This design comes from an exercise in tuning for a short achievable clock period and few clock cycles on the open sky130 flow, not from production work. Only simulation tests tie the RTL to the original design; equivalence was not proved.

==> job 9309: inputs <==
==> flow/design.v (excerpt) <==
module cpu_top (
    input  logic               clk,
    input  logic               rst,
    input  logic [8-1:0] in_port,
    input  logic               prog_we,
    input  logic [8-1:0] prog_addr,
    input  logic [8-1:0] prog_data,
    output logic               hlt,
    output logic [8-1:0] out_port
);
    logic [63:0]      row_oh;
    logic [31:0]      row_a, row_b;
    logic [27:0][7:0] head_data;
    logic             st_low;
    logic [7:0]       rd_data0, rd_data1, wr_data;
    logic [3:0][7:0]  r_out;
    logic [15:0]      b_rh0, b_rl0, b_rh1, b_rl1, b_wh, b_wl;
    logic             wr_en;
    logic [3:0][7:0]  q_op, q_imm;
    logic [3:0][17:0] q_f;
    logic [3:0][8:0]  q_c;
    logic [3:0]       q_avail;
    logic             q_hold;
    logic [4:0]       n_oh;
    logic [3:0][6:0]  b_selA;
    logic [3:0][7:0]  b_selBp, b_selBn, b_imm;
    logic [3:0]       b_cin;
    logic [3:0][21:0] b_w;
    logic             b_st, b_out, b_hlt;
    logic [3:0]       b_stsel, b_outsel;
    assign st_low = b_st && (b_wh[0] || b_wh[1]);
    fetch_stage u_fetch (
        .clk(clk), .rst(rst),
        .prog_we(prog_we), .prog_addr(prog_addr), .prog_data(prog_data), .st_low(st_low),
        .row_oh(row_oh), .row_a(row_a), .row_b(row_b), .head_data(head_data),
        .q_op(q_op), .q_imm(q_imm), .q_f(q_f), .q_c(q_c), .q_avail(q_avail), .q_hold(q_hold),
        .n_oh(n_oh)
    );
    decode_stage u_issue (
        .clk(clk), .rst(rst), .in_port(in_port),
        .q_op(q_op), .q_imm(q_imm), .q_f(q_f), .q_c(q_c), .q_avail(q_avail), .q_hold(q_hold),
        .r(r_out), .n_oh(n_oh),
        .b_selA(b_selA), .b_selBp(b_selBp), .b_selBn(b_selBn), .b_cin(b_cin), .b_imm(b_imm),
        .b_w(b_w), .b_rh0(b_rh0), .b_rl0(b_rl0), .b_rh1(b_rh1), .b_rl1(b_rl1),
        .b_wh(b_wh), .b_wl(b_wl),
        .b_st(b_st), .b_stsel(b_stsel), .b_out(b_out), .b_outsel(b_outsel), .b_hlt(b_hlt)
    );
    execute_stage u_exec (
        .clk(clk), .rst(rst),
        .b_selA(b_selA), .b_selBp(b_selBp), .b_selBn(b_selBn), .b_cin(b_cin), .b_imm(b_imm),
        .b_w(b_w),
        .b_st(b_st), .b_stsel(b_stsel), .b_out(b_out), .b_outsel(b_outsel), .b_hlt(b_hlt),
        .rd_data0(rd_data0), .rd_data1(rd_data1),
        .wr_data(wr_data), .wr_en(wr_en), .r_out(r_out),
  ...
==> module insn_conflict, before the edit <==
module insn_conflict (
    input  logic [7:0]  oj,
    input  logic [17:0] fj,
    input  logic [7:0]  os,
    input  logic [17:0] fs,
    output logic        c,
    output logic        wa,    
    output logic        wb     
);
    localparam int F_WR = 0, F_UA = 1, F_UB = 2, F_MEM = 3, F_ST = 5,
                   F_OUT = 6, F_HLT = 7, F_IMM = 8;
    logic wn;
    assign wn = fj[F_WR] && !fj[F_IMM];
    assign c  = (wn && ((fs[F_UA] && os[3:2] == oj[3:2]) ||
                        ((fs[F_UB] || fs[F_MEM]) && os[1:0] == oj[3:2]))) ||
                (fj[F_OUT] && fs[F_OUT]) || fj[F_HLT] || (fj[F_ST] && fs[F_MEM]);
    assign wa = fj[F_WR] && os[3:2] == oj[3:2];
    assign wb = fj[F_WR] && os[1:0] == oj[3:2];
endmodule
==> module cpu_mem, before the edit <==
module cpu_mem (
    input  logic             clk,
    input  logic             rst,
    input  logic             prog_we,
    input  logic [7:0]       prog_addr,
    input  logic [7:0]       prog_data,
    input  logic [63:0]      row_oh,
    output logic [31:0]      row_a,
    output logic [31:0]      row_b,
    output logic [27:0][7:0] head_data,
    input  logic [15:0]      rd_h0,
    input  logic [15:0]      rd_l0,
    output logic [7:0]       rd_data0,
    input  logic [15:0]      rd_h1,
    input  logic [15:0]      rd_l1,
    output logic [7:0]       rd_data1,
    input  logic [15:0]      wr_h,
    input  logic [15:0]      wr_l,
    input  logic [7:0]       wr_data,
    input  logic             wr_en
);
    logic [255:0][7:0] ram;
    logic [7:0]  wd;
    logic        we;
    logic [15:0] pa_hi, pa_lo, wa_hi, wa_lo;
    dec4 u_pdh (.a(prog_addr[7:4]), .y(pa_hi));
    dec4 u_pdl (.a(prog_addr[3:0]), .y(pa_lo));
    assign wa_hi = rst ? pa_hi : wr_h;
    assign wa_lo = rst ? pa_lo : wr_l;
    assign wd    = rst ? prog_data : wr_data;
    assign we    = rst ? prog_we   : wr_en;
    always_ff @(posedge clk) begin
        for (int i = 0; i < 256; i++) begin
            if (we && wa_hi[i / 16] && wa_lo[i % 16]) ram[i] <= wd;
        end
    end
    logic [63:0] row_oh_b;
    assign row_oh_b = {row_oh[62:0], row_oh[63]};
    always_comb begin
        row_a = 32'd0;
        row_b = 32'd0;
        for (int r = 0; r < 64; r++) begin
            row_a = row_a | ({32{row_oh[r]}}   & {ram[4*r+3], ram[4*r+2], ram[4*r+1], ram[4*r]});
            row_b = row_b | ({32{row_oh_b[r]}} & {ram[4*r+3], ram[4*r+2], ram[4*r+1], ram[4*r]});
        end
        for (int i = 0; i < 28; i++) begin
            head_data[i] = ram[i];
        end
    end
    logic [15:0] r0_hi, r0_lo, r1_hi, r1_lo;
    assign r0_hi = rd_h0;
    assign r0_lo = rd_l0;
    assign r1_hi = rd_h1;
    assign r1_lo = rd_l1;
    always_comb begin
        logic [7:0] l0, l1;
        rd_data0 = 8'd0;
        rd_data1 = 8'd0;
        for (int h = 0; h < 16; h++) begin
            l0 = 8'd0;
            l1 = 8'd0;
            for (int l = 0; l < 16; l++) begin
                l0 = l0 | ({8{r0_lo[l]}} & ram[16*h+l]);
                l1 = l1 | ({8{r1_lo[l]}} & ram[16*h+l]);
            end
            rd_data0 = rd_data0 | ({8{r0_hi[h]}} & l0);
            rd_data1 = rd_data1 | ({8{r1_hi[h]}} & l1);
        end
    end
endmodule
==> flow/config.mk <==
export PLATFORM = sky130hd
export DESIGN_NAME = cpu_top
export DESIGN_NICKNAME = cpu_top
export VERILOG_FILES = /design/flow/design.v
export SDC_FILE = /design/flow/constraint.sdc
export NUM_CORES = 4
export LEC_CHECK = 0
export ABC_CLOCK_PERIOD_IN_PS = 3000
export CAP_MARGIN = 20
export CORE_MARGIN = 2
export CORE_UTILIZATION = 17
export SETUP_SLACK_MARGIN = 2.5
export SLEW_MARGIN = 20
==> flow/constraint.sdc <==
create_clock -name core_clock -period 6.0 [get_ports {clk}]
set_input_delay 1.2000 -clock core_clock [delete_from_list [all_inputs] [get_ports {clk}]]
set_output_delay 1.2000 -clock core_clock [all_outputs]
set_load 0.01 [all_outputs]
run.sh (not shown) runs the stock make flow with config.mk's settings and CLKGATE_MAP_FILE= SYNTH_SCRIPT=/design/flow/synth_recipe.tcl, a recipe that flattens the netlist after the stock synthesis.
==> job 8965 (differences from job 9309) <==
--- a/flow/design.v
+++ b/flow/design.v
@@ -45,7 +45,7 @@
     assign wn = fj[F_WR] && !fj[F_IMM];
     assign c  = (wn && ((fs[F_UA] && os[3:2] == oj[3:2]) ||
                         ((fs[F_UB] || fs[F_MEM]) && os[1:0] == oj[3:2]))) ||
-                (fj[F_OUT] && fs[F_OUT]) || fj[F_HLT] || (fj[F_ST] && fs[F_MEM]);
+                (fj[F_OUT] && fs[F_OUT]) || fj[F_HLT] || (fj[F_MEM] && fs[F_MEM]);
     assign wa = fj[F_WR] && os[3:2] == oj[3:2];
     assign wb = fj[F_WR] && os[1:0] == oj[3:2];
 endmodule
@@ -648,14 +648,25 @@
         end
     end
     logic [63:0] row_oh_b;
+    logic [31:0] sel_e, sel_o;
+    logic [31:0] row_e, row_o;
+    logic        nr_even;
     assign row_oh_b = {row_oh[62:0], row_oh[63]};
     always_comb begin
-        row_a = 32'd0;
-        row_b = 32'd0;
-        for (int r = 0; r < 64; r++) begin
-            row_a = row_a | ({32{row_oh[r]}}   & {ram[4*r+3], ram[4*r+2], ram[4*r+1], ram[4*r]});
-            row_b = row_b | ({32{row_oh_b[r]}} & {ram[4*r+3], ram[4*r+2], ram[4*r+1], ram[4*r]});
+        row_e   = 32'd0;
+        row_o   = 32'd0;
+        nr_even = 1'b0;
+        for (int i = 0; i < 32; i++) begin
+            sel_e[i] = row_oh[2*i]   | row_oh_b[2*i];
+            sel_o[i] = row_oh[2*i+1] | row_oh_b[2*i+1];
+            nr_even  = nr_even | row_oh[2*i];
+            row_e = row_e | ({32{sel_e[i]}} &
+                             {ram[8*i+3], ram[8*i+2], ram[8*i+1], ram[8*i]});
+            row_o = row_o | ({32{sel_o[i]}} &
+                             {ram[8*i+7], ram[8*i+6], ram[8*i+5], ram[8*i+4]});
         end
+        row_a = nr_even ? row_e : row_o;
+        row_b = nr_even ? row_o : row_e;
         for (int i = 0; i < 28; i++) begin
             head_data[i] = ram[i];
         end
@@ -666,20 +677,17 @@
     assign r1_hi = rd_h1;
     assign r1_lo = rd_l1;
     always_comb begin
-        logic [7:0] l0, l1;
+        logic [7:0] l0;
         rd_data0 = 8'd0;
-        rd_data1 = 8'd0;
         for (int h = 0; h < 16; h++) begin
             l0 = 8'd0;
-            l1 = 8'd0;
             for (int l = 0; l < 16; l++) begin
                 l0 = l0 | ({8{r0_lo[l]}} & ram[16*h+l]);
-                l1 = l1 | ({8{r1_lo[l]}} & ram[16*h+l]);
             end
             rd_data0 = rd_data0 | ({8{r0_hi[h]}} & l0);
-            rd_data1 = rd_data1 | ({8{r1_hi[h]}} & l1);
         end
     end
+    assign rd_data1 = 8'd0;
 endmodule
 `timescale 1ns/100ps
 module cpu_top (
- CORE_UTILIZATION: 17 -> 14
==> comparison <==
Job 9309 aborted during global routing (5_1_grt) with GRT-0232. Job 8965 ran to the end with violations: max-capacitance violations, max-slew violations. Of job 9309 and job 8965, job 9309 has the higher synthesized cell count (gap 19%, measured against job 8965). Between job 9309 and job 8965, the lower synthesized area is in job 8965 (gap 13%, measured against job 8965).
==> figures <==
| metric | job 9309 | job 8965 |
|---|---|---|
| Synth Area in Compound Gates | 33.0% | 26.4% |
| Weighted congestion reported at the end of routability-driven placement | 1.23 | 1.07 |
| Placed instance count | 34468 | 33876 |
| Outcome | did not finish | failed layout checks |
| Last stage reached | global routing (5_1_grt) | - |
| Violated checks | - | max-capacitance violations, max-slew violations |
| Inserted Clock Buffers | 405 | 489 |
| Cell area after technology mapping | 198000 sq um | 176000 sq um |
| Adder-cell share of the synthesized area | 0.486% | 0.548% |
| Post-Synth Simple-Gate Area | 10.6% | 10.6% |
| Multiplexer fraction of the synthesized cell area | 2.46% | 3.29% |
| Sequential share of the synthesized area | 48.8% | 54.6% |
| Post-cts resize count | 1783 | 2346 |
Testbench counts of job 9309, summed over its fixed seeds: cycles 15,685.
Testbench counts of job 8965, summed over its fixed seeds: cycles 15,934.

==> static timing again, ports no longer ideal <==
How much do the figures lean on ideal ports? The routed layout below was timed once more, with nothing changed but the port constraints.
Step 1, drivers: a clkbuf_16 drives clk and a buf_2 each remaining input, both assumed.
Step 2 times the ports against the registers' clock, not the clock port: input delays grow and output delays shrink by t, the midpoint of the rising clock arrivals with the driver on.
Three values: no drivers, after step 1, after step 2; two values: the first two.
run: job 8965
t (ns): 1.333
setup WS [ns]: 1.683 / 1.683 / 1.146
hold slack, ns: 0.325 / 0.325 / 0.325
worst setup path after step 2: input to register
worst slew at a driven data input, ns: 0.11
The setup slack of job 8965 moves by 0.000 ns with the drivers and by -0.537 ns with both steps.
